What follows belongs to an exercise in optimizing a design on an open flow for small area; a production flow would make more cautious choices. The RTL was checked by simulation tests, not by an equivalence proof against the original design. Power figures rest on the tool's default switching activity, not on a simulated workload.

==> design.v <==
module rf_hold #(
    parameter int unsigned W = 32
) (
    input  logic [W-1:0] q,
    input  logic [W-1:0] wdx,
    input  logic         we,
    input  logic         nwe,
    output logic [W-1:0] d
);
    assign d = ~((q | {W{we}}) & (wdx | {W{nwe}}));
endmodule
module rf_oai22 (
    input  logic a1, a2, b1, b2,
    output logic y
);
    assign y = ~((a1 | a2) & (b1 | b2));
endmodule
module rf_red16 (
    input  logic [15:0] p,
    input  logic        h,
    output logic        y
);
    assign y = (~|p) ^ h;
endmodule
module rf_rdbit (
    input  logic [30:0] s,
    input  logic [30:0] nsel,
    input  logic        h,
    output logic        y
);
    logic [15:0] p;
    for (genvar k = 0; k < 15; k++) begin : g_p
        rf_oai22 u_p (.a1(s[2*k]), .a2(nsel[2*k]), .b1(s[2*k+1]), .b2(nsel[2*k+1]), .y(p[k]));
    end
    assign p[15] = ~(s[30] | nsel[30]);
    rf_red16 u_r (.p(p), .h(h), .y(y));
endmodule
module reg_file #(
    parameter int unsigned DATA_WIDTH = 32,
    parameter int unsigned ADDR_WIDTH = 5,
    parameter int unsigned NUM_REGS   = 32
) (
    input  logic                  clk,
    input  logic                  rst_n,
    input  logic                  reg_write,
    input  logic [ADDR_WIDTH-1:0] write_addr,
    input  logic [DATA_WIDTH-1:0] write_data,
    input  logic [ADDR_WIDTH-1:0] read_addr1,
    input  logic [ADDR_WIDTH-1:0] read_addr2,
    output logic [DATA_WIDTH-1:0] read_data1,
    output logic [DATA_WIDTH-1:0] read_data2
);
    logic [DATA_WIDTH-1:0] regs [1:NUM_REGS-1];
    logic [DATA_WIDTH-1:0] regs_d [1:NUM_REGS-1];
    logic [NUM_REGS-1:1]   valid;
    logic                  phase;
    logic [NUM_REGS-1:1]   we;
    logic [DATA_WIDTH-1:0] wdx;
    always_comb begin
        for (int unsigned i = 1; i < NUM_REGS; i++) begin
            we[i] = reg_write && (write_addr == ADDR_WIDTH'(i));
        end
    end
    assign wdx = write_data ^ {DATA_WIDTH{phase}};
    always_ff @(posedge clk or negedge rst_n) begin
        if (!rst_n) begin
            phase <= 1'b0;
            valid <= '0;
        end else begin
            phase <= ~phase;
            valid <= valid | we;
        end
    end
    for (genvar i = 1; i < NUM_REGS; i++) begin : g_hold
        rf_hold #(.W(DATA_WIDTH)) u_hold (
            .q(regs[i]), .wdx(wdx), .we(we[i]), .nwe(~we[i]), .d(regs_d[i])
        );
    end
    always_ff @(posedge clk) begin
        for (int unsigned i = 1; i < NUM_REGS; i++) begin
            regs[i] <= regs_d[i];
        end
    end
    logic [NUM_REGS-1:1] nsel1, nsel2;
    logic                h1, h2;
    logic [NUM_REGS-1:0] valid_ext;
    assign valid_ext = {valid, 1'b0};
    always_comb begin
        for (int unsigned i = 1; i < NUM_REGS; i++) begin
            nsel1[i] = !(valid[i] && (read_addr1 == ADDR_WIDTH'(i)));
            nsel2[i] = !(valid[i] && (read_addr2 == ADDR_WIDTH'(i)));
        end
        h1 = phase | !valid_ext[read_addr1];
        h2 = phase | !valid_ext[read_addr2];
    end
    for (genvar b = 0; b < DATA_WIDTH; b++) begin : g_rd
        logic [NUM_REGS-1:1] col;
        for (genvar i = 1; i < NUM_REGS; i++) begin : g_col
            assign col[i] = regs[i][b];
        end
        rf_rdbit u_rd1 (.s(col), .nsel(nsel1), .h(h1), .y(read_data1[b]));
        rf_rdbit u_rd2 (.s(col), .nsel(nsel2), .h(h2), .y(read_data2[b]));
    end
endmodule
==> flow/run.sh <==
#!/bin/bash
# Layout flow: the standard ORFS flow (standard.sh) with extra ORFS
# variables that trim area overhead:
#  - remove the buffers ABC inserted before placement (the resizer re-buffers
#    only where needed),
#  - plain buf_1 cells as the port buffers,
#  - post-placement repair_design limited to buffers up to buf_4
#    (flow/pre_resize.tcl); later timing repair is unrestricted,
#  - clock tree: larger sink clusters driven by clkbuf_16, no dummy loads,
# ORFS writes each tool's full log under orfs/logs/; make's own output goes to
# flow_make.log in the work folder.
set -euo pipefail
here=$(pwd)
bash standard.sh \
  REMOVE_ABC_BUFFERS=1 \
  "BUFFER_PORTS_ARGS=-buffer_cell sky130_fd_sc_hd__buf_1" \
  "PRE_RESIZE_TCL=$here/flow/pre_resize.tcl" \
  "CTS_ARGS=-sink_clustering_enable -repair_clock_nets -dont_use_dummy_load -sink_clustering_size 20 -sink_clustering_max_diameter 120 -buf_list {sky130_fd_sc_hd__clkbuf_16}" \
  finish > flow_make.log 2>&1
==> flow/pre_resize.tcl <==
# Sourced by ORFS before the post-placement repair_design step. That step
# otherwise fixes every long, high-fanout net with the largest buffers in the
# library; capping the buffer size there leaves the timing-critical nets to
# the later repair_timing steps, which size only where slack demands it.
set_dont_use {
  sky130_fd_sc_hd__buf_6 sky130_fd_sc_hd__buf_8 sky130_fd_sc_hd__buf_12
  sky130_fd_sc_hd__buf_16 sky130_fd_sc_hd__bufbuf_8 sky130_fd_sc_hd__bufbuf_16
  sky130_fd_sc_hd__clkbuf_8 sky130_fd_sc_hd__clkbuf_16
}
==> standard.sh <==
#!/bin/bash
# synth_recipe.tcl (not shown) runs the flow's synth.tcl, then flattens the netlist and writes it again
# the make line also repeats each setting of config.mk as NAME=value (left out here)
make -C /OpenROAD-flow-scripts/flow DESIGN_CONFIG=/design/flow/config.mk WORK_HOME=/design/flow/orfs CLKGATE_MAP_FILE= SYNTH_SCRIPT=/design/flow/synth_recipe.tcl "${@:-finish}"
==> config.mk <==
export PLATFORM = sky130hd
export DESIGN_NAME = reg_file
export DESIGN_NICKNAME = reg_file
export VERILOG_FILES = /design/flow/design.v
export SDC_FILE = /design/flow/constraint.sdc
export NUM_CORES = 4
export LEC_CHECK = 0
export CAP_MARGIN = 10
export CORE_MARGIN = 2
export CORE_UTILIZATION = 40
export GPL_TIMING_DRIVEN = 0
export PLACE_DENSITY = 0.45
export SETUP_SLACK_MARGIN = 0.3
export SLEW_MARGIN = 10
export SYNTH_HIERARCHICAL = 1
==> constraint.sdc <==
create_clock -name core_clock -period 5.0 [get_ports {clk}]
set_input_delay 1.0000 -clock core_clock [delete_from_list [all_inputs] [get_ports {clk}]]
set_output_delay 1.0000 -clock core_clock [all_outputs]
set_load 0.01 [all_outputs]
==> results of run 1 <==
power groups by stage:
stage	clock, W	sequential, W	combinational, W
6_report	0.00484	0.0118	0.00343
3_5_place_dp	0	0.0118	0.00314
5_1_grt	0.00519	0.0120	0.00359
2_1_floorplan	0	0.0114	0.00206
4_1_cts	0.00488	0.0117	0.00330
3_3_place_gp	0	0.0117	0.00295
final timing paths:
| path | from | end | slack, ps |
|---|---|---|---|
| max | read_addr1[2] | read_data1[2] | 230 |
| max reg2reg | phase | regs[20][19] | 1670 |
| min reg2reg | regs[20][17] | regs[20][17] | 470 |
| max in group asynchronous | rst_n | phase | 4020 |
| min | rst_n | phase | 380 |
| min in group core_clock | regs[20][17] | regs[20][17] | 470 |
metrics by stage:
step	util, %	hold slack [ps]	instances	setup WS [ps]	TNS (ps)
CTS	46.5	387	5369	126	0
floorplan	-	445	3709	358	0
finish	47.1	380	5398	226	0
global route	47.1	425	5398	246	0
global placement	40.6	453	5109	-3010	-355520
detailed placement	43.0	461	5280	-1940	-72560
metal layers:
metal	share of wire [%]	global-route usage, %	routed length [um]	vias up
li1	-	-	-	16800
met1	39	51.0	80600	20400
met2	43	59.3	89600	3123
met3	10	7.77	21800	601
met4	7.5	25.6	15600	0
met5	0	0	0	-
kinds of logic after synthesis:
family	Yosys count	share of synthesized area (%)
buffers and inverters	243	4.59
AO/OA/AOI/OAI	1961	31.1
XOR/XNOR	96	2.12
flip-flops	1024	52.2
multiplexers	23	0.945
AND/OR/NAND/NOR	571	9.11
repair_timing:
item	in CTS	in global routing
hold buffers	0	0
pin swaps	37	18
gates resized for setup	300	66
endpoints found under the setup margin	64	62
hold endpoints to repair	0	0
buffers inserted	32	28
cells in the mapped netlist, types with 3 or more instances:
| cell | n |
|---|---|
| o22ai_1 | 1952 |
| dfxtp_1 | 992 |
| nor4_1 | 192 |
| buf_6 | 94 |
| nor2_1 | 81 |
| nand4_1 | 72 |
| buf_2 | 65 |
| nor4_2 | 64 |
| xnor2_1 | 64 |
| nand3_1 | 55 |
| nand2_1 | 40 |
| inv_1 | 34 |
| dfrtp_1 | 32 |
| xor2_1 | 32 |
| buf_4 | 31 |
| nand2b_1 | 30 |
| clkbuf_1 | 15 |
| nor2b_1 | 11 |
| mux2i_1 | 10 |
| nor3_1 | 7 |
| mux4_2 | 6 |
| and2_1 | 5 |
| buf_1 | 4 |
| mux4_1 | 4 |
| nor3b_1 | 4 |
| or2_2 | 4 |
| mux2_2 | 3 |
per-module statistics from Yosys, one instance, submodules excluded, excerpt:
module / cells / copies in the design / flip-flops and latches / cell area, um^2
reg_file: 1332 / 1 / 1024 / 22600
rf_oai22: 1 / 960 / 0 / 6.26
rf_red16: 6 / 64 / 0 / 46.3
rf_rdbit: 1 / 64 / 0 / 3.75
layout make-up:
type,count,area share (%)
sequential,1024,44.7
clock buffer,57,3.08
antenna,1,0.00541
multi-input combinational,2651,43.2
inverter,34,0.276
timing repair buffer,344,5.32
tap,1287,3.48
state kept, by name, summed over array words and instances, names as in the netlist:
register	flops
valid	31
phase	1
regs	992
layout by cell type (no fill, tap or decap), types with 31 or more instances in the layout:
cell type / count
dfrtp_1: 31
dfxtp_1: 992
buf_4: 178
nor4_4: 68
nand4_1: 72
o22ai_1: 1951
nand2_2: 31
xor2_4: 32
buf_1: 101
xnor2_1: 45
inv_2: 31
nand3_4: 37
nor2_1: 74
nor4_1: 81
clkbuf_16: 57
nor4_2: 107
worst max-delay path, delay by kind of cell:
kind / cells / cell delay [ps]
AND/OR/NAND/NOR: 5 / 1400
buffers and inverters: 5 / 990
XOR/XNOR: 1 / 220
AO/OA/AOI/OAI: 1 / 140
==> flow_summary.yaml, run 1 <==
cts:
  clock_latency_ps: 700
  htreeDepth: 2
  cts_tree: "yes"
  cts.reportedPaths.clkPinSlew_ps: 100
  clockBufferDepth: 3
  cts_buffers: 57
  numClockSinks: 1024
  root_buffer: "clkbuf_16"
power_and_ir_drop:
  swShare_pct: 31.2
  p_clk_share_pct: 24.2
  leakage_nw: 16.7
  power.total_w: 0.0200
  internal_power_w: 0.0138
  pwr_density_cell_mw_per_mm2: 433
  p_comb_share_pct: 17.1
  p_switching_w: 0.00626
  peakVddDrop_mv: 0.264
  seqPwrFrac_pct: 58.7
finish:
  design_area_mm2: 0.0463
  nFillCells: 9225
  fin_nets: 4162
  seqCellArea_mm2: 0.0207
  drive_gt1_share_pct: 16.6
  area_growth_pct: 16.9
  multi_input_area_mm2: 0.0200
sta:
  slew_headroom_pct: 30.6
  hold_viol: 0
  rsz0062_at_grt: "true"
  slew_viol_final: 0
  worstMarginPinSlew_ps: 1040
  fmax_mhz: 209
  fin_skew_ps: 51.0
  setup_viol: 0
  min_period_ps: 4770
  finalCritPeriodShare_pct: 95.5
drt:
  dr.pass1.iters: 6
  wire_per_inst_um: 38.5
  postRouteWirelength_um: 208000
  drtIter0Drc: 5479
  ant_nets: 0
  viasPerCell: 7.58
  vias: 40900
  drc: 0
setup_path:
  cp.arrival_ps: 3770
  path_class: "in -> out"
  worstPathRequired_ps: 4000
  startpoint_type: "input pin"
  cp_slowest_cell: "nor4_4"
  worstSetupEndpointType: "output port"
  reg2reg_depth: 5
  cp_max_fo: 17
  crit_chain: "buf_4 > nor2b_4 > nor2b_4 > nand4_1 > buf_6 > buf_8 > buf_6 > o22ai_1 > nor4_4 > nand4_1 > xnor2_1 > buf_1"
  cp_slowest_stage_delay_ps: 480
min_path:
  hold_class: "in -> async"
synthesis:
  netlist_area_mm2: 0.0396
  synth_area_per_cell_um2: 10.1
  ys_seq_elements: 1024
  synth-main-ff-cell: "dfxtp_1"
  ys_async_sr_fraction_pct: 3.13
  yosysSeqAreaShare_pct: 52.2
  synth_top_area_cell: "dfxtp_1"
  ys_types: 42
  synth_top_area_share_pct: 50.2
  synth_cells: 3918
  yosys-top-cells-area: "dfxtp_1 (50%), o22ai_1 (31%), nor4_1 (3.0%)"
  ys_warn_count: 10
  synth-edff-count: 0
die:
  ios: 114
  die_w_um: 319
  core_mm2: 0.0983
  die_h_um: 319
  die-area_mm2: 0.102
  row_count: 115
  initial_utilization_pct: 40.3
global_route:
  overflow: 0
  grt_pass1_wl_um: 292000
  grt_max_degree: 34
  antenna_found_initial: 3
  first_global_vias: 39400
  grt_util_all_layers_pct: 39.2
flow_run:
  maxCapViolations: 0
placement:
  hpwl_um: 136000
  place_area_mm2: 0.0422
  port_buffers: 113
  place_congestion: 0.981
outcome:
  status: "timing/DRC/antenna clean"
==> run 2, diff against run 1 <==
--- a/config.mk
+++ b/config.mk
@@ -7,9 +7,9 @@
 export LEC_CHECK = 0
 export CAP_MARGIN = 10
 export CORE_MARGIN = 2
-export CORE_UTILIZATION = 40
+export CORE_UTILIZATION = 50
 export GPL_TIMING_DRIVEN = 0
-export PLACE_DENSITY = 0.45
-export SETUP_SLACK_MARGIN = 0.3
+export PLACE_DENSITY = 0.55
+export SETUP_SLACK_MARGIN = 0.1
 export SLEW_MARGIN = 10
 export SYNTH_HIERARCHICAL = 1
==> run 2 against run 1 <==
Net effect: now fails the layout checks on setup timing; via count increased by 4.3%; global-route usage increased by 9.3 points; hold slack improved by 14 ps; area after synthesis unchanged; sequential share of layout area rose by 0.95 points; first-iteration DRC count up 31%; clock skew down 6.3 ps; clock-buffer cell count unchanged; final area fell by 2.1%; maximum frequency is 4.9% lower; utilization up 10 points; critical path type unchanged.
==> flow_summary.yaml, run 2 <==
drt:
  drtIter0Drc: 7167
  dr_wl_met3_um: 31900
  viasPerCell: 8.30
  wire_per_inst_um: 40.3
  postRouteWirelength_um: 207000
  ant_nets: 0
  drt-met1-wl_um: 70900
  routed.top_layer: "met5"
  met2WireLength_um: 84300
  dr.pass1.iters: 9
  vias: 42700
  drc: 0
sta:
  worstMarginPinSlew_ps: 1060
  slew_headroom_pct: 29.5
  hold_viol: 0
  fin_ws_ps: -21.6
  slew_viol_final: 0
  fin_skew_ps: 44.7
  rsz0062_at_grt: "true"
  min_period_ps: 5020
  finalCritPeriodShare_pct: 100
  setup_viol: 3
  fmax_mhz: 199
global_route:
  grt_pass1_wl_um: 288000
  overflow: 0
  antenna_found_initial: 14
  grt_util_all_layers_pct: 48.5
  grt_max_degree: 34
  first_global_vias: 40400
finish:
  final_util_pct: 57.5
  area_growth_pct: 14.4
  final_common_cell: "o22ai_1"
  nFillCells: 6698
  multi_input_area_mm2: 0.0197
  largest_reg_flops: 992
  drive_gt1_share_pct: 14.9
  layout_common_cells: "o22ai_1 (1952), dfxtp_1 (992), buf_4 (158)"
  regMostFlops: "regs"
  design_area_mm2: 0.0453
  top_regs: "regs (992), valid (31), phase (1)"
  seqCellArea_mm2: 0.0207
  fin_nets: 4136
setup_path:
  cp.arrival_ps: 4020
  path_class: "in -> out"
  worstPathRequired_ps: 4000
  cp_max_fo: 18
  worstSetupEndpointType: "output port"
  startpoint_type: "input pin"
  reg2reg_slack_ps: 2220
synthesis:
  ys_seq_elements: 1024
  netlist_area_mm2: 0.0396
  yosys-top-cells-area: "dfxtp_1 (50%), o22ai_1 (31%), nor4_1 (3.0%)"
  ys_warn_count: 10
  synth-main-ff-cell: "dfxtp_1"
  ys_async_sr_fraction_pct: 3.13
  ys_types: 42
  synth_cells: 3918
  yosysSeqAreaShare_pct: 52.2
  synth-edff-count: 0
  synth_area_per_cell_um2: 10.1
  synth_top_area_share_pct: 50.2
  synth.most_common_cell: "o22ai_1"
  synth_top_area_cell: "dfxtp_1"
  ys_top_cells_by_count: "o22ai_1 (1952), dfxtp_1 (992), nor4_1 (192)"
placement:
  pre_cts_slack_ps: -1520
  place_congestion: 1.04
  place_area_mm2: 0.0421
  hpwl_um: 137000
  port_buffers: 113
outcome:
  so_faults: "setup timing"
  status: "finished with violations"
cts:
  clockBufferDepth: 3
  clock_latency_ps: 680
  cts.reportedPaths.clkPinSlew_ps: 90
  cts_hold_buf: 0
  cts_tree: "yes"
  root_buffer: "clkbuf_16"
  htreeDepth: 2
  numClockSinks: 1024
  cts_buffers: 57
power_and_ir_drop:
  leakage_nw: 16.3
  p_clk_share_pct: 23.9
  p_comb_share_pct: 17.1
  power.total_w: 0.0199
  swShare_pct: 31.1
  seqPwrFrac_pct: 59.0
  internal_power_w: 0.0137
  pwr_density_cell_mw_per_mm2: 440
  p_switching_w: 0.00620
  peakVddDrop_mv: 0.334
die:
  ios: 114
  die-area_mm2: 0.0814
  core_mm2: 0.0787
  row_count: 103
  die_h_um: 285
  initial_utilization_pct: 50.3
  die_w_um: 285
flow_run:
  maxCapViolations: 0
min_path:
  hold_class: "in -> async"
## run 2: cell count changes in the layout (fill, tap and decap cells not counted), sizes merged
cell      change
diode         +6
clkinvlp      +1
buf          -27
clkbuf        +1
inv           -1
## run 2: logic make-up after synthesis
kind of cell / after synthesis / synth area share [%]
AOI/OAI and AO/OA: 1961 / 31.1
xor gates and xnor gates: 96 / 2.12
buffers and inverters: 243 / 4.59
DFF: 1024 / 52.2
muxes: 23 / 0.945
and+or+nand+nor: 571 / 9.11
## run 2: final timing paths
path                               startpoint       endpoint  cells after the start
min in group core_clock           regs[19][8]    regs[19][8]                      1
worst max register to register          phase    regs[5][14]                      4
max in group asynchronous               rst_n          phase                      1
worst min-delay path                    rst_n      valid[29]                      1
worst max-delay path            read_addr1[1]  read_data1[6]                      9
worst min register to register    regs[19][8]    regs[19][8]                      1
## run 2: layout make-up
cell class,instances,area share (%)
diodes,7,0.0387
clock buffers,57,3.15
inverters,34,0.290
multi-input cells,2651,43.4
flip-flops and latches,1024,45.6
well taps,1050,2.90
repair buffers,318,4.57
## run 2: what timing repair did
| action | 4_1_cts | 5_1_grt |
|---|---|---|
| gates resized for setup | 225 | 42 |
| setup buffers | 16 | 7 |
| pin swaps | 14 | 15 |
| setup endpoints to repair | 64 | 59 |
## run 2: layer usage
layer  vias up  global-route usage [%]
met4        12                    37.1
met5         -                   0.174
met3      1212                    17.3
met2      4261                    69.9
met1     20400                    59.3
li1      16800                       -
## run 2: per-module statistics from Yosys (local to each module, per instance), a selection
module | times used | cell area (um^2) | cells inside
reg_file | 1 | 22600 | 1332
rf_red16 | 64 | 46.3 | 6
rf_oai22 | 960 | 6.26 | 1
rf_rdbit | 64 | 3.75 | 1
## run 2: worst max-delay path: stages
cell      delay [ps]
buf_2            420
nor2_1           310
nand3_4          340
buf_6            320
o22ai_1          180
nor4_4           600
nand4_1          350
xnor2_1          250
clkbuf_2         200
## run 2: per-stage QoR
stage	std cells	hold WS, ps	setup TNS [ps]
3_5_place_dp	5054	461	-67930
3_3_place_gp	4872	453	-242790
6_report	5141	394	-34.2
2_1_floorplan	3709	445	0
4_1_cts	5127	416	0
5_1_grt	5135	430	0
## run 2: power by group through the flow
stage	Clock (W)	Sequential, W	Combinational, W
finish	0.00477	0.0118	0.00340
floorplan	0	0.0114	0.00206
global placement	0	0.0117	0.00289
global route	0.00505	0.0120	0.00350
detailed placement	0	0.0118	0.00311
CTS	0.00473	0.0117	0.00322
==> run 3, diff against run 2 <==
--- a/design.v
+++ b/design.v
@@ -15,12 +15,39 @@
 );
     assign y = ~((a1 | a2) & (b1 | b2));
 endmodule
+module rf_nor2 (
+    input  logic a, b,
+    output logic y
+);
+    assign y = ~(a | b);
+endmodule
+module rf_nand4 (
+    input  logic a, b, c, d,
+    output logic y
+);
+    assign y = ~(a & b & c & d);
+endmodule
+module rf_fin (
+    input  logic r0, r1,
+    input  logic h,
+    output logic y
+);
+    assign y = (~(r0 | r1)) ^ h;
+endmodule
 module rf_red16 (
     input  logic [15:0] p,
     input  logic        h,
     output logic        y
 );
-    assign y = (~|p) ^ h;
+    logic [7:0] q;
+    logic [1:0] r;
+    for (genvar k = 0; k < 8; k++) begin : g_q
+        rf_nor2 u_q (.a(p[2*k]), .b(p[2*k+1]), .y(q[k]));
+    end
+    for (genvar j = 0; j < 2; j++) begin : g_r
+        rf_nand4 u_r (.a(q[4*j]), .b(q[4*j+1]), .c(q[4*j+2]), .d(q[4*j+3]), .y(r[j]));
+    end
+    rf_fin u_f (.r0(r[0]), .r1(r[1]), .h(h), .y(y));
 endmodule
 module rf_rdbit (
     input  logic [30:0] s,
--- a/config.mk
+++ b/config.mk
@@ -7,9 +7,9 @@
 export LEC_CHECK = 0
 export CAP_MARGIN = 10
 export CORE_MARGIN = 2
-export CORE_UTILIZATION = 50
+export CORE_UTILIZATION = 40
 export GPL_TIMING_DRIVEN = 0
-export PLACE_DENSITY = 0.55
-export SETUP_SLACK_MARGIN = 0.1
+export PLACE_DENSITY = 0.45
+export SETUP_SLACK_MARGIN = 0.3
 export SLEW_MARGIN = 10
 export SYNTH_HIERARCHICAL = 1
==> run 3 against run 2 <==
Net effect: the run now finishes clean; die area rose by 26%; worst setup slack better by 260 ps; total power is 0.70% lower; routed wire length down 3.9%; clock power is 2% higher; maximum frequency up 5.4%; highest routed layer unchanged.
==> flow_summary.yaml, run 3 <==
outcome:
  status: "timing/DRC/antenna clean"
finish:
  drive_gt1_share_pct: 11.1
  layout_common_cells: "o22ai_1 (1952), dfxtp_1 (992), nor2_1 (644)"
  regMostFlops: "regs"
  largest_reg_flops: 992
  top_regs: "regs (992), valid (31), phase (1)"
  final_util_pct: 45.6
  final_common_cell: "o22ai_1"
  fin_nets: 4548
  area_growth_pct: 13.5
  design_area_mm2: 0.0456
drt:
  drc: 0
  drtIter0Drc: 4964
  wire_per_inst_um: 34.3
  dr.pass1.iters: 5
  vias: 40900
  postRouteWirelength_um: 199000
  ant_nets: 0
  viasPerCell: 7.06
die:
  die_w_um: 321
  die_h_um: 321
  initial_utilization_pct: 40.2
  ios: 114
  row_count: 116
  die-area_mm2: 0.103
  core_mm2: 0.0999
setup_path:
  crit_family: "simple AND/OR/NAND/NOR gates"
  startpoint_type: "input pin"
  worstPathRequired_ps: 4000
  crit_top_cell: "nor2_1"
  cp_slowest_stage_delay_ps: 510
  cp_max_fo: 22
  path_class: "in -> out"
  crit_chain: "buf_4 > nor3_2 > nand3_2 > buf_6 > o22ai_1 > nor2_1 > nand4_1 > nor2_1 > xor2_1 > buf_1"
  path_buf_inv: 3
  cp.arrival_ps: 3760
  worstSetupEndpointType: "output port"
  cp_slowest_cell: "nand3_2"
power_and_ir_drop:
  power.total_w: 0.0198
  peakVddDrop_mv: 0.285
  leakage_nw: 16.4
  pwr_density_cell_mw_per_mm2: 434
global_route:
  grt_max_degree: 33
  first_global_vias: 38400
  grt_util_all_layers_pct: 37.1
  grt_pass1_wl_um: 278000
  overflow: 0
  antenna_found_initial: 6
synthesis:
  synth_area_per_cell_um2: 9.33
  ys_types: 39
  synth_top_area_cell: "dfxtp_1"
  ys_async_sr_fraction_pct: 3.13
  synth-edff-count: 0
  synth_top_area_share_pct: 49.5
  netlist_area_mm2: 0.0401
  synth-main-ff-cell: "dfxtp_1"
  ys_seq_elements: 1024
  synth.most_common_cell: "o22ai_1"
  ys_warn_count: 10
  ys_top_cells_by_count: "o22ai_1 (1952), dfxtp_1 (992), nor2_1 (657)"
  yosys-top-cells-area: "dfxtp_1 (49%), o22ai_1 (30%), nor2_1 (6.1%)"
  yosysSeqAreaShare_pct: 51.5
  synth_cells: 4302
placement:
  port_buffers: 113
  place_area_mm2: 0.0428
  hpwl_um: 129000
  place_congestion: 0.892
cts:
  cts.reportedPaths.clkPinSlew_ps: 90
  root_buffer: "clkbuf_16"
  numClockSinks: 1024
  htreeDepth: 2
  clockBufferDepth: 3
  clock_latency_ps: 700
  cts_tree: "yes"
  cts_hold_buf: 0
  cts_buffers: 57
flow_run:
  maxCapViolations: 0
sta:
  slew_headroom_pct: 35.4
  min_period_ps: 4760
  worstMarginPinSlew_ps: 967
  rsz0062_at_grt: "true"
  setup_viol: 0
  setup-tns-final_ps: 0
  finalCritPeriodShare_pct: 95.3
  fmax_mhz: 210
  whs_ps: 366
  hold_viol: 0
  slew_viol_final: 0
  fin_skew_ps: 51.6
min_path:
  hold_class: "in -> async"
run 3: cell types whose count changed in the layout (fill, tap and decap cells not counted), sizes merged:
cell / change
xnor2: -64
diode: -4
clkbuf: -1
xor2: +64
a221o: +1
nor4: -256
nor2: +576
nand4: +64
buf: +28
run 3: logic make-up after synthesis:
kind of cell	Yosys count	synth area share, %
multiplexers	23	0.932
buffers and inverters	243	4.52
flip-flops	1024	51.5
AO/OA/AOI/OAI	1961	30.6
XOR/XNOR	96	2.09
AND/OR/NAND/NOR	955	10.4
run 3: where the power goes:
group          internal (W)  switching (W)
sequential           0.0101        0.00155
combinational       0.00146        0.00176
clock               0.00202        0.00286
run 3: worst paths after layout:
path                                  endpoint  cells past startpoint          start  slack [ps]
worst max-delay path            read_data2[27]                     10  read_addr2[1]         240
worst min-delay path                  valid[3]                      1          rst_n         370
worst max register to register     regs[18][1]                      5          phase        1720
worst min register to register    regs[29][11]                      1   regs[29][11]         470
max in group asynchronous                phase                      1          rst_n        4060
min in group core_clock           regs[29][11]                      1   regs[29][11]         470
run 3: worst register-to-register path, stage by stage, from the launching register on:
cell     delay (ps)
dfrtp_4         690
buf_6           560
buf_4           730
xor2_4          630
buf_4           370
o22ai_1         150
run 3: per-layer routing:
metal / GRT usage [%] / share of wire (%) / vias up
li1: - / - / 17600
met5: 0 / 0.012 / -
met2: 56.1 / 43 / 2364
met4: 18.2 / 5.5 / 4
met3: 8.90 / 9.8 / 588
met1: 49.6 / 42 / 20300
run 3: what timing repair did:
item / 4_1_cts / 5_1_grt
endpoints found under the setup margin: 64 / 48
pin swaps: 17 / 12
buffers inserted: 36 / 25
resized for setup: 141 / 46
cloned: 1 / 0
run 3: layout make-up:
type | instances | area (um^2)
antenna | 3 | 7.51
clock buffer | 57 | 1430
fill | 9656 | 54300
inverter | 34 | 131
multi-input combinational | 3036 | 19200
sequential | 1024 | 20700
tap | 1298 | 1620
timing repair buffer | 345 | 2510
run 3: per-module statistics from Yosys, one instance, submodules excluded, a selection:
module,copies in the design,cells inside
reg_file,1,1332
rf_fin,64,2
rf_nand4,128,1
rf_nor2,512,1
rf_oai22,960,1
rf_rdbit,64,1
run 3: through the flow:
step	std cells	setup WS, ps
finish	5797	237
CTS	5769	298
global route	5794	244
global placement	5504	-2310
floorplan	4093	409
detailed placement	5675	-1470
==> run 4, diff against run 3 <==
--- a/flow/run.sh
+++ b/flow/run.sh
@@ -5,7 +5,7 @@
 #    only where needed),
 #  - plain buf_1 cells as the port buffers,
 #  - post-placement repair_design limited to buffers up to buf_4
-#    (flow/pre_resize.tcl); later timing repair is unrestricted,
+#    and gate upsizing of XOR/XNOR (flow/pre_resize.tcl); later timing repair is unrestricted,
 #  - clock tree: larger sink clusters driven by clkbuf_16, no dummy loads,
 # ORFS writes each tool's full log under orfs/logs/; make's own output goes to
 # flow_make.log in the work folder.
==> flow/pre_resize.tcl (replaced) <==
# Sourced by ORFS before the post-placement repair_design step. That step
# otherwise fixes every long, high-fanout net with the largest buffers in the
# library, or by upsizing the driving gate to its largest size; capping both
# here leaves the timing-critical nets to the later repair_timing steps, which
# size only where slack demands it.
set_dont_use {
  sky130_fd_sc_hd__buf_6 sky130_fd_sc_hd__buf_8 sky130_fd_sc_hd__buf_12
  sky130_fd_sc_hd__buf_16 sky130_fd_sc_hd__bufbuf_8 sky130_fd_sc_hd__bufbuf_16
  sky130_fd_sc_hd__clkbuf_8 sky130_fd_sc_hd__clkbuf_16
  sky130_fd_sc_hd__xor2_2 sky130_fd_sc_hd__xor2_4
  sky130_fd_sc_hd__xnor2_2 sky130_fd_sc_hd__xnor2_4
}
==> run 4 against run 3 <==
Net effect: sequential power barely moved; register-to-register slack better by 220 ps; hold slack gained 9.3 ps; clock-buffer cell count unchanged; flip-flop and latch count unchanged; routed wire length is 0.15% higher; global-route usage barely moved; total power about the same; critical path depth up 1; combinational power about the same; synthesized cell count unchanged; maximum frequency is 1.2% higher; critical endpoint is now read_data2[6].
==> flow_summary.yaml, run 4 <==
global_route:
  overflow: 0
  grt_util_all_layers_pct: 37.1
  grt_pass1_wl_um: 279000
  grt_max_degree: 33
  first_global_vias: 38500
  antenna_found_initial: 5
synthesis:
  synth_cells: 4302
  ys_types: 39
  ys_warn_count: 10
  synth_top_area_cell: "dfxtp_1"
  ys_seq_elements: 1024
  synth_area_per_cell_um2: 9.33
  ys_top_cells_by_count: "o22ai_1 (1952), dfxtp_1 (992), nor2_1 (657)"
  yosysSeqAreaShare_pct: 51.5
  synth-edff-count: 0
  netlist_area_mm2: 0.0401
  yosys-top-cells-area: "dfxtp_1 (49%), o22ai_1 (30%), nor2_1 (6.1%)"
  synth.most_common_cell: "o22ai_1"
  ys_async_sr_fraction_pct: 3.13
  synth-main-ff-cell: "dfxtp_1"
  synth_top_area_share_pct: 49.5
setup_path:
  cp_max_fo: 21
  crit_top_cell: "nor2_1"
  path_class: "in -> out"
  cp_slowest_stage_delay_ps: 430
  crit_chain: "clkbuf_4 > nand2_1 > nor2_4 > nand3_4 > buf_4 > o22ai_1 > nor2_1 > nand4_1 > nor2_1 > xor2_1 > buf_1"
  path_buf_inv: 3
  cp-startpoint: "read_addr2[3]"
  timing.rr.start: "phase"
  worstPathRequired_ps: 4000
  startpoint_type: "input pin"
  crit_family: "simple AND/OR/NAND/NOR gates"
  cp.arrival_ps: 3710
  worstSetupEndpointType: "output port"
  cp_slowest_cell: "buf_4"
drt:
  viasPerCell: 7.00
  drtIter0Drc: 4867
  wire_per_inst_um: 34.0
  postRouteWirelength_um: 199000
  dr.pass1.iters: 6
  ant_nets: 0
  drc: 0
  vias: 41100
power_and_ir_drop:
  peakVddDrop_mv: 0.288
  power.total_w: 0.0198
  pwr_density_cell_mw_per_mm2: 437
  leakage_nw: 16.5
cts:
  cts.reportedPaths.clkPinSlew_ps: 90
  cts_tree: "yes"
  clockBufferDepth: 3
  numClockSinks: 1024
  htreeDepth: 2
  clock_latency_ps: 690
  root_buffer: "clkbuf_16"
  cts_buffers: 57
die:
  row_count: 116
  die_h_um: 321
  die_w_um: 321
  die-area_mm2: 0.103
  initial_utilization_pct: 40.2
  ios: 114
  core_mm2: 0.0999
placement:
  place_area_mm2: 0.0424
  post-place-cells: 5740
  port_buffers: 113
  hpwl_um: 130000
  place_congestion: 0.892
finish:
  nFillCells: 9871
  area_growth_pct: 12.7
  design_area_mm2: 0.0453
  seqCellArea_mm2: 0.0207
  layout_common_cells: "o22ai_1 (1952), dfxtp_1 (992), nor2_1 (645)"
  drive_gt1_share_pct: 11.7
  top_regs: "regs (992), valid (31), phase (1)"
  final_common_cell: "o22ai_1"
  regMostFlops: "regs"
  multi_input_area_mm2: 0.0186
  largest_reg_flops: 992
  layoutNonFillerInstCount: 5866
  fin_nets: 4617
sta:
  finalCritPeriodShare_pct: 94.1
  worstMarginPinSlew_ps: 975
  slew_headroom_pct: 34.9
  rsz0062_at_grt: "true"
  fin_skew_ps: 40.1
  min_period_ps: 4710
  whs_ps: 375
  setup_viol: 0
  hold_viol: 0
  fmax_mhz: 212
  slew_viol_final: 0
  setup-tns-final_ps: 0
flow_run:
  maxCapViolations: 0
min_path:
  hold_class: "in -> async"
outcome:
  status: "timing/DRC/antenna clean"
## run 4: report_power, final
part	internal (W)	total [W]	switching, W
Sequential	0.0101	0.0117	0.00155
Clock	0.00202	0.00486	0.00284
Combinational	0.00147	0.00322	0.00175
Total	0.0136	0.0198	0.00615
## run 4: logic make-up after synthesis
logic type | synth area share (%)
compound gates | 30.6
flops | 51.5
simple gates | 10.4
buf+inv | 4.52
xor+xnor | 2.09
mux | 0.932
## run 4: final cells by class
| class | count | share of cell area [%] |
|---|---|---|
| flip-flops and latches | 1024 | 45.7 |
| clock buffers | 57 | 3.15 |
| inverters | 34 | 0.290 |
| well taps | 1298 | 3.59 |
| multi-input cells | 3036 | 41.1 |
| repair buffers | 414 | 6.18 |
| diodes | 3 | 0.0166 |
## run 4: through the flow
stage	worst slack [ps]	util (%)
after global placement	-2310	40.6
after floorplan	409	-
after CTS	274	44.9
after detailed placement	-1440	42.5
final	293	45.3
after global routing	260	45.3
## run 4: per-layer routing
metal / wire (um) / vias to the layer above / GRT usage (%)
li1: - / 17800 / -
met3: 20900 / 559 / 10.1
met1: 82600 / 20300 / 49.2
met2: 85900 / 2416 / 56.1
met5: 26 / - / 0.236
met4: 9950 / 4 / 17.3
## run 4: what timing repair did
item,CTS,global route
gates resized for setup,142,40
setup endpoints to repair,64,42
buffers inserted,40,25
pin swaps,17,14
hold buffers,0,0
cloned,1,0
## run 4: final timing paths
check / to / slack (ps) / cells past startpoint
worst max-delay path: read_data2[6] / 290 / 11
min in group core_clock: regs[26][29] / 470 / 1
max in group asynchronous: phase / 4070 / 1
worst min register to register: regs[26][29] / 470 / 1
worst max register to register: regs[21][10] / 1940 / 6
worst min-delay path: valid[3] / 380 / 1
## run 4: per-module statistics from Yosys (local to each module, per instance), a selection
| module | cell area (um^2) | cells inside | flops+latches | times used |
|---|---|---|---|---|
| rf_oai22 | 6.26 | 1 | 0 | 960 |
| rf_fin | 12.5 | 2 | 0 | 64 |
| rf_nand4 | 6.26 | 1 | 0 | 128 |
| rf_rdbit | 3.75 | 1 | 0 | 64 |
| reg_file | 22600 | 1332 | 1024 | 1 |
| rf_nor2 | 3.75 | 1 | 0 | 512 |
==> run 5, diff against run 4 <==
--- a/flow/run.sh
+++ b/flow/run.sh
@@ -15,5 +15,5 @@
   REMOVE_ABC_BUFFERS=1 \
   "BUFFER_PORTS_ARGS=-buffer_cell sky130_fd_sc_hd__buf_1" \
   "PRE_RESIZE_TCL=$here/flow/pre_resize.tcl" \
-  "CTS_ARGS=-sink_clustering_enable -repair_clock_nets -dont_use_dummy_load -sink_clustering_size 20 -sink_clustering_max_diameter 120 -buf_list {sky130_fd_sc_hd__clkbuf_16}" \
+  "CTS_ARGS=-sink_clustering_enable -repair_clock_nets -dont_use_dummy_load -sink_clustering_size 24 -sink_clustering_max_diameter 150 -buf_list {sky130_fd_sc_hd__clkbuf_16}" \
   finish > flow_make.log 2>&1
--- a/config.mk
+++ b/config.mk
@@ -7,9 +7,9 @@
 export LEC_CHECK = 0
 export CAP_MARGIN = 10
 export CORE_MARGIN = 2
-export CORE_UTILIZATION = 40
+export CORE_UTILIZATION = 55
 export GPL_TIMING_DRIVEN = 0
-export PLACE_DENSITY = 0.45
-export SETUP_SLACK_MARGIN = 0.3
+export PLACE_DENSITY = 0.6
+export SETUP_SLACK_MARGIN = 0.2
 export SLEW_MARGIN = 10
 export SYNTH_HIERARCHICAL = 1
==> run 5 against run 4 <==
Net effect: hold slack improved by 52 ps; critical endpoint unchanged; clock skew decreased by 12 ps; total power shrank 2.8%; utilization up 15 points; area after synthesis did not move; clock-buffer cell count is 9 lower; still clean; combinational power shrank 1%.
==> flow_summary.yaml, run 5 <==
sta:
  min_period_ps: 4860
  finalCritPeriodShare_pct: 97.2
  worstMarginPinSlew_ps: 1010
  fmax_mhz: 206
  setup_viol: 0
  hold_viol: 0
  slew_headroom_pct: 32.5
  rsz0062_at_grt: "true"
  slew_viol_final: 0
  fin_skew_ps: 28.4
  setup-tns-final_ps: 0
global_route:
  grt_max_degree: 34
  first_global_vias: 38200
  grt_util_all_layers_pct: 45.7
  grt_pass1_wl_um: 255000
  antenna_found_initial: 7
  overflow: 0
finish:
  drive_gt1_share_pct: 10.5
  final_common_cell: "o22ai_1"
  design_area_mm2: 0.0439
  layout_common_cells: "o22ai_1 (1952), dfxtp_1 (992), nor2_1 (648)"
  regMostFlops: "regs"
  fin_nets: 4558
  top_regs: "regs (992), valid (31), phase (1)"
  largest_reg_flops: 992
  area_growth_pct: 9.32
setup_path:
  path_class: "in -> out"
  startpoint_type: "input pin"
  reg2reg_slack_ps: 2100
  cp-startpoint: "read_addr2[3]"
  timing.rr.start: "phase"
  crit_chain: "buf_2 > nor3_2 > nand3_2 > buf_4 > o22ai_1 > nor2_1 > nand4_1 > nor2_1 > xor2_1 > buf_1"
  cp_slowest_cell: "nand4_1"
  cp.arrival_ps: 3860
  cp_max_fo: 22
  cp_slowest_stage_delay_ps: 570
  worstPathRequired_ps: 4000
  reg2reg_depth: 5
  crit_top_cell: "nor2_1"
  worstSetupEndpointType: "output port"
  r2r_end: "regs[14][1]"
drt:
  drtIter0Drc: 6342
  vias: 42200
  dr.pass1.iters: 6
  ant_nets: 0
  postRouteWirelength_um: 180000
  met2WireLength_um: 74800
  drt-met1-wl_um: 67500
  viasPerCell: 7.71
  wire_per_inst_um: 32.9
  drc: 0
  routed.top_layer: "met5"
  dr_wl_met3_um: 24600
synthesis:
  netlist_area_mm2: 0.0401
  synth_top_area_cell: "dfxtp_1"
  ys_async_sr_fraction_pct: 3.13
  synth-edff-count: 0
  synth_top_area_share_pct: 49.5
  ys_types: 39
  synth_cells: 4302
  synth.most_common_cell: "o22ai_1"
  synth_area_per_cell_um2: 9.33
  ys_warn_count: 10
  ys_top_cells_by_count: "o22ai_1 (1952), dfxtp_1 (992), nor2_1 (657)"
  synth-main-ff-cell: "dfxtp_1"
  yosys-top-cells-area: "dfxtp_1 (49%), o22ai_1 (30%), nor2_1 (6.1%)"
  yosysSeqAreaShare_pct: 51.5
  ys_seq_elements: 1024
cts:
  root_buffer: "clkbuf_16"
  htreeDepth: 2
  cts_buffers: 48
  cts.reportedPaths.clkPinSlew_ps: 100
  cts_tree: "yes"
  clock_latency_ps: 650
  clockBufferDepth: 3
  cts_hold_buf: 0
  numClockSinks: 1024
die:
  die_h_um: 274
  initial_utilization_pct: 55.3
  die-area_mm2: 0.0752
  die_w_um: 274
  row_count: 99
  ios: 114
  core_mm2: 0.0726
min_path:
  hold_class: "in -> async"
outcome:
  status: "timing/DRC/antenna clean"
placement:
  port_buffers: 113
  place_area_mm2: 0.0418
  place_congestion: 0.990
  hpwl_um: 114000
power_and_ir_drop:
  leakage_nw: 16.1
  peakVddDrop_mv: 0.316
  pwr_density_cell_mw_per_mm2: 438
flow_run:
  maxCapViolations: 0
run 5: kinds of logic after synthesis:
logic type	share of synthesized area, %
buffers and inverters	4.52
XOR/XNOR	2.09
AO/OA/AOI/OAI	30.6
multiplexers	0.932
flip-flops	51.5
AND/OR/NAND/NOR	10.4
run 5: through the flow:
step / setup WS, ps / util (%) / instances / hold slack (ps) / total power [W]
floorplan: 409 / - / 4093 / 445 / 0.0135
global placement: -1960 / 55.2 / 5165 / 453 / 0.0145
detailed placement: -1080 / 57.6 / 5381 / 461 / 0.0147
CTS: 197 / 59.9 / 5454 / 434 / 0.0189
global route: 116 / 60.5 / 5466 / 472 / 0.0199
finish: 141 / 60.5 / 5469 / 428 / 0.0192
run 5: area by class of cell:
cell class,instances,area (um^2)
Antenna cell,4,10.0
Clock buffer,48,1200
Fill cell,6510,28700
Inverter,34,131
Multi-Input combinational cell,3035,18500
Sequential cell,1024,20700
Tap cell,959,1200
Timing Repair Buffer,365,2200
run 5: worst max-delay path by stage:
stage | slack [ps] | endpoint
2_1_floorplan | 410 | read_data2[0]
3_3_place_gp | -1960 | read_data1[7]
3_5_place_dp | -1080 | read_data1[24]
4_1_cts | 200 | read_data1[24]
5_1_grt | 120 | read_data1[6]
6_report | 140 | read_data2[6]
run 5: worst max-delay path: cells and delay by family:
kind	cells	cell delay (ps)
buffers and inverters	3	950
AO/OA/AOI/OAI	1	160
AND/OR/NAND/NOR	5	1480
XOR/XNOR	1	230
run 5: what timing repair did:
item                                    4_1_cts  5_1_grt
buffers inserted                             25       11
endpoints found under the setup margin       64       45
gates resized for setup                      66       57
pin swaps                                    12        5
run 5: Yosys stat by module, one instance, submodules excluded, excerpt:
module	flip-flops and latches	times used	cell area (um^2)	cells
rf_nor2	0	512	3.75	1
rf_rdbit	0	64	3.75	1
rf_nand4	0	128	6.26	1
reg_file	1024	1	22600	1332
rf_oai22	0	960	6.26	1
rf_fin	0	64	12.5	2
run 5: where the power goes:
part	total, W	switching [W]	leakage [nW]	internal [W]
clock network	0.00436	0.00264	0.592	0.00172
logic	0.00318	0.00173	6.59	0.00145
registers	0.0117	0.00155	8.88	0.0101
total	0.0192	0.00592	16.1	0.0133
run 5: routing by layer:
metal	track usage, %	vias to the layer above
met5	0	-
met4	26.1	4
met3	15.5	879
met2	67.0	3342
met1	58.7	20300
li1	-	17700
==> run 6, diff against run 5 <==
--- a/config.mk
+++ b/config.mk
@@ -7,9 +7,9 @@
 export LEC_CHECK = 0
 export CAP_MARGIN = 10
 export CORE_MARGIN = 2
-export CORE_UTILIZATION = 55
+export CORE_UTILIZATION = 40
 export GPL_TIMING_DRIVEN = 0
-export PLACE_DENSITY = 0.6
+export PLACE_DENSITY = 0.45
 export SETUP_SLACK_MARGIN = 0.2
 export SLEW_MARGIN = 10
 export SYNTH_HIERARCHICAL = 1
==> run 6 against run 5 <==
Net effect: hold slack got worse by 44 ps; critical path depth increased by 1; area after synthesis unchanged; die area increased by 37%; register-to-register slack got worse by 160 ps; worst setup slack improved by 68 ps; combinational power about the same; flip-flop and latch count unchanged; non-clock buffer count increased by 39; utilization decreased by 16 points.
==> flow_summary.yaml, run 6 <==
outcome:
  status: "timing/DRC/antenna clean"
global_route:
  grt_util_all_layers_pct: 37.0
  first_global_vias: 38400
  grt_pass1_wl_um: 278000
  grt_max_degree: 33
  overflow: 0
  antenna_found_initial: 6
drt:
  drc: 0
  postRouteWirelength_um: 199000
  ant_nets: 0
  wire_per_inst_um: 34.0
  dr.pass1.iters: 6
  viasPerCell: 7.00
  vias: 40900
  drtIter0Drc: 4691
sta:
  min_period_ps: 4790
  rsz0062_at_grt: "false"
  finalCritPeriodShare_pct: 95.8
  hold_viol: 0
  setup_viol: 0
  fin_skew_ps: 56.6
  slew_headroom_pct: 33.7
  worstMarginPinSlew_ps: 993
  slew_viol_final: 0
  fmax_mhz: 209
  whs_ps: 384
synthesis:
  yosys-top-cells-area: "dfxtp_1 (49%), o22ai_1 (30%), nor2_1 (6.1%)"
  ys_warn_count: 10
  synth.most_common_cell: "o22ai_1"
  synth-edff-count: 0
  yosysSeqAreaShare_pct: 51.5
  ys_seq_elements: 1024
  synth_area_per_cell_um2: 9.33
  synth_top_area_share_pct: 49.5
  synth_cells: 4302
  synth-main-ff-cell: "dfxtp_1"
  netlist_area_mm2: 0.0401
  synth_top_area_cell: "dfxtp_1"
  ys_top_cells_by_count: "o22ai_1 (1952), dfxtp_1 (992), nor2_1 (657)"
  ys_types: 39
  ys_async_sr_fraction_pct: 3.13
die:
  ios: 114
  row_count: 116
  initial_utilization_pct: 40.2
  die-area_mm2: 0.103
  core_mm2: 0.0999
  die_w_um: 321
  die_h_um: 321
placement:
  place_congestion: 0.892
  place_area_mm2: 0.0424
  port_buffers: 113
  hpwl_um: 130000
setup_path:
  cp_slowest_cell: "buf_4"
  r2r_end: "regs[21][10]"
  startpoint_type: "input pin"
  reg2reg_depth: 6
  crit_top_cell: "nor2_1"
  cp_max_fo: 21
  worstSetupEndpointType: "output port"
  reg2reg_slack_ps: 1940
  worstPathRequired_ps: 4000
  crit_chain: "buf_2 > nor2b_4 > buf_12 > nand3_2 > buf_4 > o22ai_1 > nor2_1 > nand4_1 > nor2_1 > xor2_1 > buf_1"
  path_class: "in -> out"
  timing.rr.start: "phase"
  cp.arrival_ps: 3790
  cp_slowest_stage_delay_ps: 470
power_and_ir_drop:
  peakVddDrop_mv: 0.237
  pwr_density_cell_mw_per_mm2: 432
  leakage_nw: 16.3
min_path:
  hold_class: "in -> async"
finish:
  design_area_mm2: 0.0449
  layout_common_cells: "o22ai_1 (1952), dfxtp_1 (992), nor2_1 (647)"
  top_regs: "regs (992), valid (31), phase (1)"
  area_growth_pct: 11.7
  final_common_cell: "o22ai_1"
  largest_reg_flops: 992
  regMostFlops: "regs"
  drive_gt1_share_pct: 11.3
  fin_nets: 4598
cts:
  cts_hold_buf: 0
  cts_buffers: 48
  cts_tree: "yes"
  root_buffer: "clkbuf_16"
  numClockSinks: 1024
  cts.reportedPaths.clkPinSlew_ps: 100
  htreeDepth: 2
  clockBufferDepth: 3
  clock_latency_ps: 690
flow_run:
  maxCapViolations: 0
## run 6: cell counts after synthesis
No cell type changed its count.
## run 6: final cells by class
class / instances / area [um^2]
repair buffers: 404 / 2670
flip-flops and latches: 1024 / 20700
diodes: 4 / 10.0
fillers: 9906 / 55000
multi-input cells: 3036 / 18600
well taps: 1298 / 1620
inverters: 34 / 131
clock buffers: 48 / 1200
## run 6: timing repair
action                     4_1_cts  5_1_grt
gates cloned                     1        0
buffers inserted                26       29
setup endpoints to repair       64       52
pin swaps                       12       10
gates resized for setup        111       47
## run 6: modules after synthesis (local to each module, per instance), excerpt
module / times used / cell area, um^2 / cells / flip-flops and latches
rf_nor2: 512 / 3.75 / 1 / 0
rf_nand4: 128 / 6.26 / 1 / 0
rf_fin: 64 / 12.5 / 2 / 0
rf_oai22: 960 / 6.26 / 1 / 0
reg_file: 1 / 22600 / 1332 / 1024
rf_rdbit: 64 / 3.75 / 1 / 0
## run 6: report_power, final
group	internal [W]	switching (W)
registers	0.0101	0.00155
clock network	0.00173	0.00276
logic	0.00146	0.00174
total	0.0133	0.00606
## run 6: logic make-up after synthesis
family / synth area share [%]
DFF: 51.5
AOI/OAI and AO/OA: 30.6
muxes: 0.932
and+or+nand+nor: 10.4
buffers and inverters: 4.52
xor gates and xnor gates: 2.09
## run 6: layer usage
metal,up-vias,GRT usage [%],share of wire (%)
li1,17700,-,-
met3,553,9.70,10
met1,20200,49.2,41
met4,4,17.4,4.9
met2,2376,56.0,43
met5,-,0,0.013
## run 6: per-stage QoR
| step | TNS, ps | worst slack [ps] | utilization (%) | total power, W | instances |
|---|---|---|---|---|---|
| after detailed placement | -58950 | -1440 | 42.5 | 0.0148 | 5740 |
| after global placement | -464750 | -2310 | 40.6 | 0.0146 | 5504 |
| after CTS | 0 | 149 | 44.4 | 0.0193 | 5815 |
| final | 0 | 209 | 44.9 | 0.0194 | 5848 |
| after floorplan | 0 | 409 | - | 0.0135 | 4093 |
| after global routing | 0 | 190 | 44.9 | 0.0202 | 5844 |
## run 6: worst max path at each step
stage / start / endpoint / cells past startpoint
5_1_grt: read_addr1[3] / read_data1[22] / 12
6_report: read_addr2[2] / read_data2[27] / 11
4_1_cts: read_addr1[1] / read_data1[6] / 10
3_5_place_dp: read_addr1[0] / read_data1[6] / 12
2_1_floorplan: read_addr2[0] / read_data2[0] / 5
3_3_place_gp: read_addr1[0] / read_data1[6] / 10
## run 6: critical path, delay by kind of cell
kind                   cells  cell delay [ps]
buffers and inverters      4             1000
AO/OA/AOI/OAI              1              160
XOR/XNOR                   1              210
AND/OR/NAND/NOR            5             1390
==> run 7, diff against run 6 <==
--- a/config.mk
+++ b/config.mk
@@ -7,9 +7,9 @@
 export LEC_CHECK = 0
 export CAP_MARGIN = 10
 export CORE_MARGIN = 2
-export CORE_UTILIZATION = 40
+export CORE_UTILIZATION = 60
 export GPL_TIMING_DRIVEN = 0
-export PLACE_DENSITY = 0.45
-export SETUP_SLACK_MARGIN = 0.2
+export PLACE_DENSITY = 0.65
+export SETUP_SLACK_MARGIN = 0.3
 export SLEW_MARGIN = 10
 export SYNTH_HIERARCHICAL = 1
==> run 7 against run 6 <==
Net effect: sequential power about the same; hold slack better by 31 ps; die area down 33%; critical endpoint is now read_data1[13]; highest routed layer unchanged; sequential share of layout area up 1.3 points; still clean; synthesized cell count unchanged; maximum frequency down 0.60%; final area down 2.8%; total power down 0.72%; non-clock buffer count down 56; combinational power about the same.
==> flow_summary.yaml, run 7 <==
outcome:
  status: "timing/DRC/antenna clean"
synthesis:
  ys_types: 39
  ys_warn_count: 10
  synth_cells: 4302
  ys_top_cells_by_count: "o22ai_1 (1952), dfxtp_1 (992), nor2_1 (657)"
  synth_top_area_share_pct: 49.5
  synth_area_per_cell_um2: 9.33
  synth_top_area_cell: "dfxtp_1"
  netlist_area_mm2: 0.0401
  synth-edff-count: 0
  ys_seq_elements: 1024
  ys_async_sr_fraction_pct: 3.13
  synth.most_common_cell: "o22ai_1"
  yosysSeqAreaShare_pct: 51.5
  yosys-top-cells-area: "dfxtp_1 (49%), o22ai_1 (30%), nor2_1 (6.1%)"
  synth-main-ff-cell: "dfxtp_1"
sta:
  slew_viol_final: 0
  slew_headroom_pct: 31.5
  min_period_ps: 4820
  fin_skew_ps: 23.1
  fmax_mhz: 207
  fin_ws_ps: 180
  rsz0062_at_grt: "true"
  setup_viol: 0
  hold_viol: 0
  finalCritPeriodShare_pct: 96.4
  worstMarginPinSlew_ps: 1020
  whs_ps: 414
die:
  ios: 114
  die-area_mm2: 0.0690
  core_mm2: 0.0660
  die_h_um: 263
  initial_utilization_pct: 60.8
  die_w_um: 263
  row_count: 94
power_and_ir_drop:
  seqPwrFrac_pct: 60.8
  p_comb_share_pct: 16.6
  p_clk_share_pct: 22.6
  internal_power_w: 0.0133
  leakage_nw: 16.0
  swShare_pct: 30.8
  p_switching_w: 0.00593
  pwr_density_cell_mw_per_mm2: 441
  peakVddDrop_mv: 0.300
cts:
  root_buffer: "clkbuf_16"
  cts_hold_buf: 0
  cts_tree: "yes"
  htreeDepth: 2
  cts_buffers: 48
  clockBufferDepth: 3
  clock_latency_ps: 660
  numClockSinks: 1024
  cts.reportedPaths.clkPinSlew_ps: 100
placement:
  hpwl_um: 108000
  place_area_mm2: 0.0416
  pre_cts_slack_ps: -981
  place_congestion: 1.10
  port_buffers: 113
setup_path:
  path_class: "in -> out"
  reg2reg_depth: 5
  cp_max_fo: 17
  r2r_end: "regs[11][11]"
  cp.arrival_ps: 3820
  crit_path_end: "read_data1[13]"
  cp-startpoint: "read_addr1[3]"
  timing.rr.start: "phase"
  worstSetupEndpointType: "output port"
  worstPathRequired_ps: 4000
  startpoint_type: "input pin"
  reg2reg_slack_ps: 2130
global_route:
  grt_max_degree: 34
  antenna_found_initial: 3
  grt_util_all_layers_pct: 47.5
  grt_pass1_wl_um: 247000
  first_global_vias: 38400
  overflow: 0
finish:
  design_area_mm2: 0.0436
  layout_common_cells: "o22ai_1 (1952), dfxtp_1 (992), nor2_1 (639)"
  largest_reg_flops: 992
  area_growth_pct: 8.64
  regMostFlops: "regs"
  final_common_cell: "o22ai_1"
  drive_gt1_share_pct: 10.3
  fin_nets: 4541
  top_regs: "regs (992), valid (31), phase (1)"
drt:
  ant_nets: 0
  drc: 0
  viasPerCell: 7.88
  dr.pass1.iters: 11
  drtIter0Drc: 7176
  postRouteWirelength_um: 174000
  vias: 42200
  wire_per_inst_um: 32.5
min_path:
  hold_class: "in -> async"
flow_run:
  maxCapViolations: 0
run 7: cell counts after synthesis:
No cell type changed its count.
run 7: how the worst min path moves through the flow:
stage,slack (ps),to,startpoint,depth (start not counted)
CTS,420,valid[8],rst_n,1
global placement,450,regs[26][21],regs[26][21],1
finish,410,valid[2],rst_n,1
floorplan,450,regs[10][0],regs[10][0],1
global route,480,valid[1],rst_n,1
detailed placement,460,regs[26][10],regs[26][10],1
run 7: critical path, cell delays in order:
cell	delay [ps]
buf_2	260
nor2b_4	140
and2_1	300
nand3_4	360
buf_4	380
o22ai_1	150
nor2_1	160
nand4_1	280
nor2_2	430
xor2_1	180
buf_1	160
run 7: cell type report:
class,instances,area [um^2]
fill,5536,22400
sequential,1024,20700
multi-input combinational,3035,18500
timing repair buffer,348,2080
clock buffer,48,1200
tap,864,1080
inverter,34,131
antenna,1,2.50
run 7: per-stage QoR:
step           instances  total power, W  TNS (ps)  utilization [%]
5_1_grt             5353          0.0199         0             66.1
3_3_place_gp        5070          0.0145   -108210             60.6
6_report            5354          0.0192         0             66.1
2_1_floorplan       4093          0.0135         0                -
4_1_cts             5346          0.0189         0             65.6
3_5_place_dp        5276          0.0147    -44510             63.1
run 7: power by group through the flow:
| stage | Sequential [W] | Clock (W) | Combinational (W) |
|---|---|---|---|
| 5_1_grt | 0.0119 | 0.00460 | 0.00332 |
| 6_report | 0.0117 | 0.00436 | 0.00319 |
| 4_1_cts | 0.0116 | 0.00432 | 0.00296 |
| 3_3_place_gp | 0.0117 | 0 | 0.00277 |
| 3_5_place_dp | 0.0118 | 0 | 0.00294 |
| 2_1_floorplan | 0.0114 | 0 | 0.00204 |
run 7: modules after synthesis (local to each module, per instance), excerpt:
module | flip-flops and latches | cell area, um^2
reg_file | 1024 | 22600
rf_fin | 0 | 12.5
rf_nand4 | 0 | 6.26
rf_nor2 | 0 | 3.75
rf_oai22 | 0 | 6.26
rf_rdbit | 0 | 3.75
run 7: timing repair:
item | 4_1_cts | 5_1_grt
pin swaps | 12 | 7
buffers inserted | 22 | 7
endpoints found under the setup margin | 64 | 61
gates resized for setup | 73 | 60
run 7: metal layers:
metal	vias up	part of all wire [%]	global-route usage, %
met5	-	0.043	0
li1	17600	-	-
met1	19900	36	59.9
met4	4	7.8	29.2
met3	1000	16	18.7
met2	3711	41	68.2
run 7: cells by family after synthesis:
kind of cell              synth area share [%]
buffers and inverters                     4.52
xor gates and xnor gates                  2.09
AOI/OAI and AO/OA                         30.6
and+or+nand+nor                           10.4
muxes                                    0.932
DFF                                       51.5
==> run 8, diff against run 7 <==
--- a/config.mk
+++ b/config.mk
@@ -7,9 +7,9 @@
 export LEC_CHECK = 0
 export CAP_MARGIN = 10
 export CORE_MARGIN = 2
-export CORE_UTILIZATION = 60
+export CORE_UTILIZATION = 50
 export GPL_TIMING_DRIVEN = 0
 export PLACE_DENSITY = 0.65
-export SETUP_SLACK_MARGIN = 0.3
+export SETUP_SLACK_MARGIN = 0.25
 export SLEW_MARGIN = 10
 export SYNTH_HIERARCHICAL = 1
==> run 8 against run 7 <==
Net effect: critical path depth increased by 1; routed wire length increased by 2.1%; die area increased by 20%; still clean on timing, DRC and antenna; final area increased by 0.92%; critical path type unchanged; global-route usage decreased by 6.4 points; synthesized cell count unchanged; largest power group unchanged; sequential power about the same.
==> flow_summary.yaml, run 8 <==
cts:
  numClockSinks: 1024
  clock_latency_ps: 640
  htreeDepth: 2
  clockBufferDepth: 3
  cts.reportedPaths.clkPinSlew_ps: 110
  cts_hold_buf: 0
  cts_tree: "yes"
  root_buffer: "clkbuf_16"
  cts_buffers: 48
flow_run:
  maxCapViolations: 0
drt:
  ant_nets: 0
  vias: 42000
  drc: 0
  dr.pass1.iters: 6
  viasPerCell: 7.56
  drtIter0Drc: 6451
  postRouteWirelength_um: 178000
  wire_per_inst_um: 32.0
sta:
  hold_viol: 0
  setup_viol: 0
  min_period_ps: 4830
  slew_headroom_pct: 30.3
  fin_skew_ps: 39.3
  rsz0062_at_grt: "true"
  fmax_mhz: 207
  slew_viol_final: 0
  whs_ps: 428
  worstMarginPinSlew_ps: 1040
  finalCritPeriodShare_pct: 96.5
setup_path:
  worstPathRequired_ps: 4000
  crit_family: "simple AND/OR/NAND/NOR gates"
  worstSetupEndpointType: "output port"
  cp_slowest_stage_delay_ps: 610
  cp.arrival_ps: 3830
  path_class: "in -> out"
  crit_chain: "clkbuf_4 > nor2b_4 > and2_2 > nand4_1 > buf_4 > buf_4 > o22ai_1 > nor2_1 > nand4_1 > nor2_1 > xor2_1 > buf_1"
  cp_slowest_cell: "nor2_1"
  cp_max_fo: 13
  path_buf_inv: 4
  startpoint_type: "input pin"
synthesis:
  ys_top_cells_by_count: "o22ai_1 (1952), dfxtp_1 (992), nor2_1 (657)"
  synth_top_area_cell: "dfxtp_1"
  synth-main-ff-cell: "dfxtp_1"
  netlist_area_mm2: 0.0401
  ys_warn_count: 10
  synth_cells: 4302
  yosys-top-cells-area: "dfxtp_1 (49%), o22ai_1 (30%), nor2_1 (6.1%)"
  yosysSeqAreaShare_pct: 51.5
  ys_types: 39
  synth_top_area_share_pct: 49.5
  synth-edff-count: 0
  synth_area_per_cell_um2: 9.33
  ys_seq_elements: 1024
  synth.most_common_cell: "o22ai_1"
  ys_async_sr_fraction_pct: 3.13
finish:
  top_regs: "regs (992), valid (31), phase (1)"
  largest_reg_flops: 992
  layout_common_cells: "o22ai_1 (1952), dfxtp_1 (992), nor2_1 (641)"
  final_common_cell: "o22ai_1"
  regMostFlops: "regs"
  final_util_pct: 55.5
  design_area_mm2: 0.0440
  drive_gt1_share_pct: 10.5
  fin_nets: 4554
  area_growth_pct: 9.65
  nFillCells: 7281
die:
  die_h_um: 287
  die_w_um: 287
  core_mm2: 0.0793
  ios: 114
  die-area_mm2: 0.0826
  initial_utilization_pct: 50.7
  row_count: 103
global_route:
  grt_max_degree: 34
  grt_util_all_layers_pct: 41.1
  first_global_vias: 38700
  grt_pass1_wl_um: 254000
  antenna_found_initial: 2
  overflow: 0
placement:
  place_area_mm2: 0.0419
  hpwl_um: 114000
  port_buffers: 113
  place_congestion: 1.09
power_and_ir_drop:
  power.total_w: 0.0193
  pwr_density_cell_mw_per_mm2: 438
  peakVddDrop_mv: 0.255
  leakage_nw: 16.1
outcome:
  status: "timing/DRC/antenna clean"
min_path:
  hold_class: "in -> async"
[run 8: cell counts after synthesis]
Identical to the previous run, type by type.
[run 8: worst reg2reg max path, stage by stage (launching register included)]
cell and delay (ps):
dfrtp_2 850, buf_4 510, xor2_1 540, buf_2 290
buf_2 290, buf_2 320, o22ai_1 130
[run 8: what timing repair did]
| action | 4_1_cts | 5_1_grt |
|---|---|---|
| setup endpoints to repair | 64 | 55 |
| gates resized for setup | 74 | 64 |
| pin swaps | 8 | 8 |
| setup buffers | 20 | 14 |
[run 8: through the flow]
stage | TNS (ps) | std cells | setup slack [ps]
6_report | 0 | 5554 | 174
5_1_grt | 0 | 5552 | 180
4_1_cts | 0 | 5538 | 256
3_5_place_dp | -53040 | 5470 | -1170
3_3_place_gp | -127400 | 5256 | -2140
2_1_floorplan | 0 | 4093 | 409
[run 8: power breakdown]
group          internal [W]  switching, W
logic               0.00145       0.00175
registers            0.0101       0.00157
clock network       0.00172       0.00266
total                0.0133       0.00598
[run 8: area by class of cell]
class	instances	area, um^2	share of cell area, %
diodes	2	5.00	0.0114
clock buffers	48	1200	2.73
inverters	34	128	0.290
multi-input cells	3035	18500	42.0
flip-flops and latches	1024	20700	46.9
well taps	1050	1310	2.98
repair buffers	361	2200	5.01
[run 8: final timing paths]
kind                                    start            end  slack (ps)  depth (start not counted)
worst max register to register          phase   regs[24][16]        1930                          6
worst max-delay path            read_addr1[3]  read_data1[1]         170                         12
worst min register to register   regs[14][14]   regs[14][14]         470                          1
max in group asynchronous               rst_n          phase        4030                          1
worst min-delay path                    rst_n          phase         430                          1
min in group core_clock          regs[14][14]   regs[14][14]         470                          1
[run 8: logic make-up (layout without fill, tap and decap cells)]
| logic type | after synthesis | count (layout) | synth area share [%] |
|---|---|---|---|
| AO/OA/AOI/OAI | 1961 | 1961 | 30.6 |
| flip-flops | 1024 | 1024 | 51.5 |
| buffers and inverters | 243 | 443 | 4.52 |
| AND/OR/NAND/NOR | 955 | 955 | 10.4 |
| other | 0 | 2 | 0 |
| XOR/XNOR | 96 | 96 | 2.09 |
| multiplexers | 23 | 23 | 0.932 |
[run 8: Yosys stat by module (local to each module, per instance), excerpt]
module	cells	copies in the design	area (um^2)	flip-flops and latches
reg_file	1332	1	22600	1024
rf_nand4	1	128	6.26	0
rf_rdbit	1	64	3.75	0
rf_fin	2	64	12.5	0
rf_oai22	1	960	6.26	0
rf_nor2	1	512	3.75	0
[run 8: layer usage]
metal / global-route usage [%] / share of wire (%) / vias up
li1: - / - / 17600
met1: 50.7 / 36 / 20100
met2: 61.0 / 42 / 3356
met3: 15.4 / 14 / 901
met4: 24.0 / 7.2 / 2
met5: 0.872 / 0.053 / -

port drivers added, routing unchanged:
In the flow no input, the clock included, has a driving cell. The finished layouts below were timed again as built, in two steps. Step 1: set_driving_cell puts a clkbuf_16 on clk and a buf_2 on each other input, an assumption about the parent block. Step 2 adds t to the input delays and takes it off the output delays; t is the mean of the earliest and latest rising clock arrival at the registers after step 1. Input paths then give back, and output paths get back, about the clock's delay inside the block. Slacks: ideal ports / drivers / drivers and shift; pairs: ideal ports / drivers.
run | t (ns) | setup WS [ns] | hold WS [ns] | latest minus earliest clock arrival (ns) | slew at the worst register clock pin (ns)
run 1 | 0.754 | 0.226 / 0.197 / 0.197 | 0.380 / 0.331 / 0.472 | 0.067 / 0.067 | 0.10 / 0.10
run 2 | 0.738 | -0.022 / -0.125 / -0.125 | 0.394 / 0.413 / 0.473 | 0.066 / 0.066 | 0.10 / 0.10
run 3 | 0.754 | 0.237 / 0.207 / 0.207 | 0.366 / 0.311 / 0.473 | 0.053 / 0.053 | 0.09 / 0.09
run 4 | 0.750 | 0.293 / 0.254 / 0.254 | 0.375 / 0.325 / 0.473 | 0.048 / 0.048 | 0.09 / 0.09
run 5 | 0.712 | 0.141 / 0.101 / 0.101 | 0.428 / 0.376 / 0.473 | 0.033 / 0.033 | 0.11 / 0.11
run 6 | 0.730 | 0.209 / 0.187 / 0.187 | 0.384 / 0.334 / 0.473 | 0.060 / 0.059 | 0.11 / 0.11
run 7 | 0.714 | 0.180 / 0.131 / 0.131 | 0.414 / 0.366 / 0.474 | 0.039 / 0.039 | 0.11 / 0.11
run 8 | 0.705 | 0.174 / 0.150 / 0.150 | 0.428 / 0.382 / 0.472 | 0.056 / 0.056 | 0.11 / 0.11
For run 2, which loses most, drivers alone change the setup slack by -0.103 ns; drivers and shift together by -0.103 ns.
